What follows belongs to an exercise in optimizing a design on an open flow for small area; a production flow would make more cautious choices. Only simulation tests tie the RTL to the original design; equivalence was not proved.

**flow/design.v**
```verilog
package alu_pkg;
    localparam int DATA_W    = 16;
    localparam int FRAC_W    = 10;
    localparam int INST_W    = 4;
    localparam int ACC_W_DEF = 36;    
    typedef logic signed [DATA_W-1:0] data_t;
    localparam data_t DATA_MAX = {1'b0, {(DATA_W-1){1'b1}}};    
    localparam data_t DATA_MIN = {1'b1, {(DATA_W-1){1'b0}}};    
    typedef enum logic [INST_W-1:0] {
        OP_ADD       = 0,
        OP_SUB       = 1,
        OP_MAC       = 2,
        OP_GRAY      = 4,
        OP_ROR       = 6,
        OP_CLZ       = 7,
        OP_TRANSPOSE = 9
    } op_e;
    localparam int MAT_N  = 8;
    localparam int ELEM_W = 2;
    typedef logic [$clog2(MAT_N)-1:0] idx_t;    
endpackage
`timescale 1ns/1ns
module alu_ctrl (
    input  logic              i_clk,
    input  logic              i_rst_n,
    input  logic              i_in_valid,
    input  logic [alu_pkg::INST_W-1:0] i_inst,
    input  alu_pkg::data_t             i_data_a,
    input  alu_pkg::data_t             i_data_b,
    output logic              o_busy,
    output logic              o_out_valid,
    output alu_pkg::data_t             o_data,
    output logic              req_valid,
    output alu_pkg::op_e               req_op,
    output alu_pkg::data_t             req_a,
    output alu_pkg::data_t             req_b,
    input  alu_pkg::data_t             i_arith_res,
    input  alu_pkg::data_t             i_bit_res,
    input  alu_pkg::data_t             i_row,
    input  logic              i_load_last,
    input  logic              i_row_last,
    output logic              o_read_row
);
    typedef enum logic [1:0] {S_IDLE, S_BUSY, S_LOAD, S_OUT} state_e;
    state_e state;
    state_e state_nxt;
    alu_pkg::op_e    op_in;
    logic   accept;
    logic   single_acc;    
    logic   load_done;     
    alu_pkg::data_t  res_sel;
    assign op_in      = alu_pkg::op_e'(i_inst);
    assign accept     = i_in_valid && (state == S_IDLE || state == S_LOAD);
    assign single_acc = accept && (state == S_IDLE) && (op_in != alu_pkg::OP_TRANSPOSE);
    assign load_done  = accept && (state == S_LOAD) && i_load_last;
    assign o_busy     = (state != S_IDLE);
    assign o_read_row = (state == S_OUT);    
    assign req_valid = accept;
    assign req_op    = (state == S_LOAD) ? alu_pkg::OP_TRANSPOSE : op_in;
    assign req_a     = i_data_a;
    assign req_b     = i_data_b;
    always_comb begin
        case (op_in)
            alu_pkg::OP_ADD, alu_pkg::OP_SUB, alu_pkg::OP_MAC:  res_sel = i_arith_res;
            alu_pkg::OP_GRAY, alu_pkg::OP_ROR, alu_pkg::OP_CLZ: res_sel = i_bit_res;
            default:                 res_sel = '0;    
        endcase
    end
    always_comb begin
        state_nxt = state;
        case (state)
            S_IDLE: begin
                if (accept) begin
                    state_nxt = (op_in == alu_pkg::OP_TRANSPOSE) ? S_LOAD : S_BUSY;
                end
            end
            S_BUSY: state_nxt = S_IDLE;
            S_LOAD: begin
                if (load_done) begin
                    state_nxt = S_OUT;
                end
            end
            S_OUT: begin
                if (i_row_last) begin
                    state_nxt = S_BUSY;
                end
            end
            default: state_nxt = S_IDLE;
        endcase
    end
    always_ff @(posedge i_clk or negedge i_rst_n) begin
        if (!i_rst_n) begin
            state       <= S_IDLE;
            o_out_valid <= 1'b0;
        end else begin
            state       <= state_nxt;
            o_out_valid <= single_acc || load_done || (state == S_OUT);
        end
    end
    always_ff @(posedge i_clk) begin
        if (single_acc) begin
            o_data <= res_sel;
        end else if (load_done || state == S_OUT) begin
            o_data <= i_row;    
        end
    end
endmodule
`timescale 1ns/1ns
module alu_arith #(
    parameter int ACC_W = alu_pkg::ACC_W_DEF
) (
    input  logic    i_clk,
    input  logic    i_rst_n,
    input  logic    req_valid,
    input  alu_pkg::op_e     req_op,
    input  alu_pkg::data_t   req_a,
    input  alu_pkg::data_t   req_b,
    output alu_pkg::data_t   o_arith_res
);
    localparam int WIDE_W = ACC_W - alu_pkg::FRAC_W + 2;
    localparam alu_pkg::data_t DATA_MAX = alu_pkg::DATA_MAX;
    localparam alu_pkg::data_t DATA_MIN = alu_pkg::DATA_MIN;
    localparam logic signed [ACC_W-1:0] ACC_MAX = {1'b0, {(ACC_W-1){1'b1}}};
    localparam logic signed [ACC_W-1:0] ACC_MIN = {1'b1, {(ACC_W-1){1'b0}}};
    logic signed [ACC_W-1:0]    acc;
    logic signed [ACC_W-1:0]    acc_nxt;
    logic signed [alu_pkg::DATA_W:0]     add_sum;     
    logic signed [alu_pkg::DATA_W:0]     sub_diff;
    logic signed [2*alu_pkg::DATA_W-1:0] prod;        
    logic signed [ACC_W:0]      acc_sum;
    logic signed [WIDE_W-2:0]   mac_trunc;
    logic                       round_up;
    logic signed [WIDE_W-1:0]   mac_rnd;
    function automatic alu_pkg::data_t sat_data(input logic signed [WIDE_W-1:0] v);
        if (v > DATA_MAX) begin
            sat_data = DATA_MAX;
        end else if (v < DATA_MIN) begin
            sat_data = DATA_MIN;
        end else begin
            sat_data = v[alu_pkg::DATA_W-1:0];
        end
    endfunction
    assign add_sum  = req_a + req_b;
    assign sub_diff = req_a - req_b;
    assign prod    = req_a * req_b;
    assign acc_sum = acc + prod;    
    assign mac_trunc = acc_sum[ACC_W:alu_pkg::FRAC_W];
    assign round_up  = acc_sum[alu_pkg::FRAC_W-1];    
    assign mac_rnd   = mac_trunc + $signed({1'b0, round_up});
    always_comb begin
        if (acc_sum > ACC_MAX) begin
            acc_nxt = ACC_MAX;
        end else if (acc_sum < ACC_MIN) begin
            acc_nxt = ACC_MIN;
        end else begin
            acc_nxt = acc_sum[ACC_W-1:0];
        end
    end
    always_ff @(posedge i_clk or negedge i_rst_n) begin
        if (!i_rst_n) begin
            acc <= '0;
        end else if (req_valid && req_op == alu_pkg::OP_MAC) begin
            acc <= acc_nxt;
        end
    end
    always_comb begin
        case (req_op)
            alu_pkg::OP_ADD:  o_arith_res = sat_data(add_sum);
            alu_pkg::OP_SUB:  o_arith_res = sat_data(sub_diff);
            alu_pkg::OP_MAC:  o_arith_res = sat_data(mac_rnd);    
            default: o_arith_res = '0;
        endcase
    end
endmodule
`timescale 1ns/1ns
module alu_bitops (
    input  logic    req_valid,
    input  alu_pkg::op_e     req_op,
    input  alu_pkg::data_t   req_a,
    input  alu_pkg::data_t   req_b,
    output alu_pkg::data_t   o_bit_res
);
    localparam int CNT_W = $clog2(alu_pkg::DATA_W) + 1;    
    logic [alu_pkg::DATA_W-1:0]   a_u;
    logic [alu_pkg::DATA_W-1:0]   gray;
    logic [2*alu_pkg::DATA_W-1:0] rot_wide;
    logic [CNT_W-1:0]    lz_cnt;
    logic                lz_found;
    assign a_u  = req_a;
    assign gray = (a_u >> 1) ^ a_u;
    assign rot_wide = {a_u, a_u} >> $unsigned(req_b);
    always_comb begin
        lz_cnt   = '0;
        lz_found = 1'b0;
        for (int i = alu_pkg::DATA_W - 1; i >= 0; i--) begin
            if (a_u[i]) begin
                lz_found = 1'b1;
            end else if (!lz_found) begin
                lz_cnt = lz_cnt + 1'b1;
            end
        end
    end
    always_comb begin
        case (req_op)
            alu_pkg::OP_GRAY: o_bit_res = gray;
            alu_pkg::OP_ROR:  o_bit_res = rot_wide[alu_pkg::DATA_W-1:0];
            alu_pkg::OP_CLZ:  o_bit_res = alu_pkg::DATA_W'(lz_cnt);
            default: o_bit_res = '0;
        endcase
    end
endmodule
`timescale 1ns/1ns
module alu_transpose (
    input  logic    i_clk,
    input  logic    i_rst_n,
    input  logic    req_valid,
    input  alu_pkg::op_e     req_op,
    input  alu_pkg::data_t   req_a,
    input  alu_pkg::data_t   req_b,
    input  logic    i_read_row,
    output alu_pkg::data_t   o_row,
    output logic    o_load_last,
    output logic    o_row_last
);
    logic [alu_pkg::ELEM_W-1:0] mat     [alu_pkg::MAT_N][alu_pkg::MAT_N];    
    logic [alu_pkg::ELEM_W-1:0] new_col [alu_pkg::MAT_N];           
    alu_pkg::idx_t              col_cnt;
    alu_pkg::idx_t              row_cnt;
    logic              col_wr;
    assign col_wr      = req_valid && (req_op == alu_pkg::OP_TRANSPOSE);
    assign o_load_last = col_wr && (col_cnt == alu_pkg::idx_t'(alu_pkg::MAT_N - 1));
    assign o_row_last  = (row_cnt == alu_pkg::idx_t'(alu_pkg::MAT_N - 1));
    always_comb begin
        for (int r = 0; r < alu_pkg::MAT_N; r++) begin
            new_col[r] = req_a[alu_pkg::DATA_W-1-alu_pkg::ELEM_W*r -: alu_pkg::ELEM_W];
        end
    end
    always_ff @(posedge i_clk or negedge i_rst_n) begin
        if (!i_rst_n) begin
            for (int r = 0; r < alu_pkg::MAT_N; r++) begin
                for (int c = 0; c < alu_pkg::MAT_N; c++) begin
                    mat[r][c] <= '0;
                end
            end
            col_cnt <= '0;
        end else if (col_wr) begin
            for (int r = 0; r < alu_pkg::MAT_N; r++) begin
                mat[r][col_cnt] <= new_col[r];
            end
            col_cnt <= col_cnt + 1'b1;
        end
    end
    always_ff @(posedge i_clk or negedge i_rst_n) begin
        if (!i_rst_n) begin
            row_cnt <= '0;
        end else if (col_wr && col_cnt == '0) begin
            row_cnt <= '0;    
        end else if (i_read_row || o_load_last) begin
            row_cnt <= row_cnt + 1'b1;    
        end
    end
    always_comb begin
        for (int c = 0; c < alu_pkg::MAT_N; c++) begin
            if (col_wr && col_cnt == alu_pkg::idx_t'(c)) begin
                o_row[alu_pkg::DATA_W-1-alu_pkg::ELEM_W*c -: alu_pkg::ELEM_W] = new_col[row_cnt];
            end else begin
                o_row[alu_pkg::DATA_W-1-alu_pkg::ELEM_W*c -: alu_pkg::ELEM_W] = mat[row_cnt][c];
            end
        end
    end
endmodule
`timescale 1ns/1ns
module alu (
    input  logic              i_clk,
    input  logic              i_rst_n,
    input  logic              i_in_valid,
    input  logic [alu_pkg::INST_W-1:0] i_inst,
    input  alu_pkg::data_t             i_data_a,
    input  alu_pkg::data_t             i_data_b,
    output logic              o_busy,
    output logic              o_out_valid,
    output alu_pkg::data_t             o_data
);
    logic  req_valid;
    alu_pkg::op_e   req_op;
    alu_pkg::data_t req_a;
    alu_pkg::data_t req_b;
    alu_pkg::data_t arith_res;
    alu_pkg::data_t bit_res;
    alu_pkg::data_t row;
    logic  load_last;
    logic  row_last;
    logic  read_row;
    alu_ctrl u_ctrl (
        .i_clk       (i_clk),
        .i_rst_n     (i_rst_n),
        .i_in_valid  (i_in_valid),
        .i_inst      (i_inst),
        .i_data_a    (i_data_a),
        .i_data_b    (i_data_b),
        .o_busy      (o_busy),
        .o_out_valid (o_out_valid),
        .o_data      (o_data),
        .req_valid   (req_valid),
        .req_op      (req_op),
        .req_a       (req_a),
        .req_b       (req_b),
        .i_arith_res (arith_res),
        .i_bit_res   (bit_res),
        .i_row       (row),
        .i_load_last (load_last),
        .i_row_last  (row_last),
        .o_read_row  (read_row)
    );
    alu_arith #(
        .ACC_W (alu_pkg::ACC_W_DEF)
    ) u_arith (
        .i_clk       (i_clk),
        .i_rst_n     (i_rst_n),
        .req_valid   (req_valid),
        .req_op      (req_op),
        .req_a       (req_a),
        .req_b       (req_b),
        .o_arith_res (arith_res)
    );
    alu_bitops u_bitops (
        .req_valid   (req_valid),
        .req_op      (req_op),
        .req_a       (req_a),
        .req_b       (req_b),
        .o_bit_res (bit_res)
    );
    alu_transpose u_transpose (
        .i_clk       (i_clk),
        .i_rst_n     (i_rst_n),
        .req_valid   (req_valid),
        .req_op      (req_op),
        .req_a       (req_a),
        .req_b       (req_b),
        .i_read_row  (read_row),
        .o_row       (row),
        .o_load_last (load_last),
        .o_row_last  (row_last)
    );
endmodule
```
**flow/run.sh**
```bash
#!/bin/bash
# synth_recipe.tcl (not shown) runs the flow's synth.tcl, then flattens the netlist and writes it again
# the make line also repeats each setting of config.mk as NAME=value (left out here)
make -C /OpenROAD-flow-scripts/flow DESIGN_CONFIG=/design/flow/config.mk WORK_HOME=/design/flow/orfs CLKGATE_MAP_FILE= SYNTH_SCRIPT=/design/flow/synth_recipe.tcl finish
```
**flow/config.mk**
```make
export PLATFORM = sky130hd
export DESIGN_NAME = alu
export DESIGN_NICKNAME = alu
export VERILOG_FILES = /design/flow/design.v
export SDC_FILE = /design/flow/constraint.sdc
export NUM_CORES = 4
export LEC_CHECK = 0
export CAP_MARGIN = 20
export CORE_MARGIN = 2
export CORE_UTILIZATION = 40
export SLEW_MARGIN = 20
```
**flow/constraint.sdc**
```tcl
create_clock -name core_clock -period 11.0 [get_ports {i_clk}]
set_input_delay 2.2000 -clock core_clock [delete_from_list [all_inputs] [get_ports {i_clk}]]
set_output_delay 2.2000 -clock core_clock [all_outputs]
set_load 0.01 [all_outputs]
```
==> notes.md <==
[per-stage QoR]
step	setup TNS, ps
floorplan	0
global placement	-505
detailed placement	-1230
CTS	0
global route	0
finish	0
[final cells by class]
cell class | instances | area (sq um) | share of cell area [%]
clock buffer | 18 | 429 | 1.46
clock inverter | 14 | 165 | 0.563
inverter | 417 | 1570 | 5.33
multi-input combinational | 2301 | 19200 | 65.5
sequential | 189 | 4810 | 16.4
tap | 855 | 1070 | 3.65
timing repair buffer | 251 | 2100 | 7.14
[Yosys cell counts, types with 5 or more instances]
library cell,number,area [sq um]
buf_2,13,65.1
a22oi_1,19,143
a222oi_1,30,300
a221oi_1,13,114
mux2i_1,13,130
o21bai_1,9,67.6
xnor2_2,5,81.3
nor2b_1,11,68.8
xor2_1,34,298
o221ai_1,8,70.1
a211o_1,8,70.1
nand2b_1,24,150
o31ai_1,11,82.6
and4_1,8,70.1
a211oi_1,28,210
dfrtp_1,173,4330
o211ai_1,11,82.6
nor3_1,38,190
or2_2,5,31.3
inv_1,412,1550
nand3_1,59,295
xnor2_1,80,701
a31oi_1,21,131
a41oi_1,6,52.6
clkbuf_1,139,522
or3_1,6,37.5
mux4_2,8,180
edfxtp_1,16,480
a211oi_2,5,62.6
nand2_1,539,2020
o2111ai_1,12,105
a21oi_1,128,641
ha_1,172,2150
mux2_2,22,248
o21ai_0,157,786
nor2_1,193,724
and2_1,78,488
and3_1,18,113
fa_1,320,6410
nor4_1,11,68.8
buf_1,20,75.1
o22ai_1,23,144
a21o_1,36,270
nand4_1,19,119
o21a_1,15,113
[timing repair]
action / 4_1_cts / 5_1_grt
endpoints found under the setup margin: 0 / 15
buffers inserted: 0 / 1
resized for setup: 0 / 15
[how the worst max path moves through the flow]
stage	to	slack (ps)	startpoint
3_5_place_dp	u_ctrl.o_data[4]	-140	i_data_a[15]
4_1_cts	u_ctrl.o_data[4]	320	i_data_a[15]
6_report	u_ctrl.o_data[4]	440	i_data_b[3]
2_1_floorplan	u_ctrl.o_data[4]	60	i_data_a[14]
3_3_place_gp	u_ctrl.o_data[4]	-110	i_data_a[14]
5_1_grt	u_ctrl.o_data[3]	50	i_data_b[3]
[kinds of logic after synthesis]
kind of cell	Yosys count
and+or+nand+nor	1047
buffers and inverters	593
AOI/OAI and AO/OA	591
adders and majority gates	493
DFF	189
xor gates and xnor gates	124
muxes	46
[routing by layer]
metal	wire length (um)	vias to the layer above	global-route usage [%]
met5	0	-	0
met4	2950	0	9.29
met3	6400	167	4.56
met2	37800	885	40.2
met1	37700	11000	36.9
li1	-	10400	-
[state kept, by name (all words and copies together) (netlist names)]
register             count
u_arith.acc             36
u_ctrl.o_data           16
u_ctrl.o_out_valid       1
u_ctrl.state             2
u_transpose.col_cnt      3
u_transpose.mat        128
u_transpose.row_cnt      3
[worst max-delay path: cells and delay by family]
kind	cells	cell delay, ps
AO/OA/AOI/OAI	8	2390
buffers and inverters	9	1490
adder cells (fa/ha/maj)	7	3600
AND/OR/NAND/NOR	6	880
XOR/XNOR	1	190
==> summary.md <==
| Metric | Value |
|---|---|
| Max frequency | `about 95 MHz` |
| Adder-cell share of the synthesized area | `approximately 33%` |
| Synth warn | `6` |
| Diodes inserted | `0` |
| Crit path max-delay cell type | `clkdlybuf4s50_1` |
| Slew Viols, Final | `0` |
| PnR worst setup slack | `around 440 ps` |
| Routability Congestion | `between 1 and 1.5` |
| Placed inst area | `28700 sq um` |
| Setup violations, final | `0` |
| Final HPWL DP | `67.0 mm` |
| Non-Filler Instances | `4045` |
| Vias | `22400` |
| Initial DRC Count | `2097` |
| Core Region | `64600 sq um` |
| Worst Hold End | `u_transpose.mat[18][0]` |
| Die area | `67600 sq um` |
| Clk latency of the worst-skew pair | `480 ps` |
| Mapped Avg Cell Area | `8.50 sq um` |
| Hold path cells | `2` |
| Die extent in y | `roughly 260 um` |
| GR Util All Layers | `between 20% and 30%` |
| Crit Path Max Fanout | `25` |
| Congestion Overflow GR | `0` |
| # clock sinks | `between 150 and 200` |
| Post-synthesis sequential area ratio | `18.4%` |
| Placed Instances | `between 4000 and 5000` |
| Cells after Synth | `3083` |
| Global-route wire length before repair | `135 mm` |
| DRT Wirelength | `84.8 mm` |
| Clock root buffer | `clkbuf_16` |
| Worst-Margin Slew | `1070 ps` |
| Crit end category | `flip-flop` |
| Setup CP Type | `in -> reg` |
| Post-route ant nets | `0` |
| Vias in the first global route | `roughly 23000` |
| I/O Buffers | `56` |
| Compound-cell area share of the yosys netlist | `~15%` |
| Most common flop cell mapped by yosys | `dfrtp_1` |
| Initial antenna violation count | `0` |
| RR Endpoint | `u_ctrl.o_data[4]` |
| CTS tree | `built` |
| EDFF count, synth | `16` |
| Total of max-cap violations | `0` |
| R2r worst-path depth | `26` |
| CTS Hold Bufs | `0` |
| Fin crit share | `96.0%` |
| RSZ-0062 raised after global routing | `no` |
| Die Wd | `260 um` |
| Max-Slew Margin vs Limit | `28.4%` |
| Pin count of the biggest net entering global routing | `72` |
| H-Tree Depth | `4` |
| Worst Clk Skew | `between 15 and 20 ps` |
| Required time worst endpoint | `11230 ps` |
| Syn Nets | `approximately 3600` |
| I/O pins | `57` |
| Most frequent cells in the layout | `nand2_1, inv_1, fa_1` |
| TritonRoute pass-1 iters | `7` |
| Starting Density | `40.6%` |
| Main combinational cell family by area after synthesis | `adder cells` |
| Clock tree buffer depth | `2` |
| Post-synthesis mux area share | `2.34%` |
| Share of cells above drive strength 1 | `a little over a tenth` |
| Hold_sp | `u_transpose.mat[18][0]` |
| Via density | `5.55` |
| Status | `complete, no violations` |
| Netlist Area Pre-Place | `26200 sq um` |
| DRC Markers | `0` |
| Ys async rst share | `91.5%` |
| Post-route design area | `29300 sq um` |
| DR WL/cell | `21.0 um` |
| Fin nets | `3708` |
| Post-synthesis xor/xnor area fraction | `4.51%` |
| Hold Fails Final Rpt | `0` |
| Worst Hold Slack | `about 480 ps` |
| Reg2Reg Launch Point | `u_arith.acc[15]` |
| Startpoint Class | `input port` |
| Place WS | `-142 ps` |
| Simple-gate share of the synthesized area | `18.2%` |
| Synth-to-layout area growth | `12.0%` |
| Total CTS buffers | `17` |
| Arr. time, crit path | `about 11000 ps` |
| Fill cells | `6439` |
| R2R Setup Slk | `3630 ps` |
| Synth unique cells | `between 100 and 150` |
| # rows | `93` |
| Max incr delay on CP | `610 ps` |
| Crit path time final | `10560 ps` |
| Synthesized flop and latch total | `approximately 190` |
| Cell mode on critical path | `fa_1` |
| Worst-path clk slew | `80 ps` |
| Hold WC Path Type | `reg -> reg` |
| Most common cell after layout, fill and taps aside | `nand2_1` |
| Final Util | `45.4%` |

==> what the ideal ports hide <==
No port has a modelled driver above. Below, the same layout with a new extraction and two added sets of constraints. Step 1: set_driving_cell puts a clkbuf_16 on i_clk and a buf_2 on each other input, an assumption about the parent block. Step 2 adds t to the input delays and takes it off the output delays; t is the mean of the earliest and latest rising clock arrival at the registers after step 1. Input paths then give back, and output paths get back, about the clock's delay inside the block. Slacks: ideal / step 1 / step 2; pairs: ideal / step 1.
t (ns): 0.538
setup slack, ns: 0.443 / 0.479 / -0.058
clock arrival spread, ns: 0.019 / 0.019
worst slew at a driven data input, ns: 0.10
pins driven straight from the clock port: 1
With both steps, setup timing fails in this run, where it was met with ideal ports. The setup slack of this run moves by +0.036 ns with the drivers and by -0.501 ns with both steps.
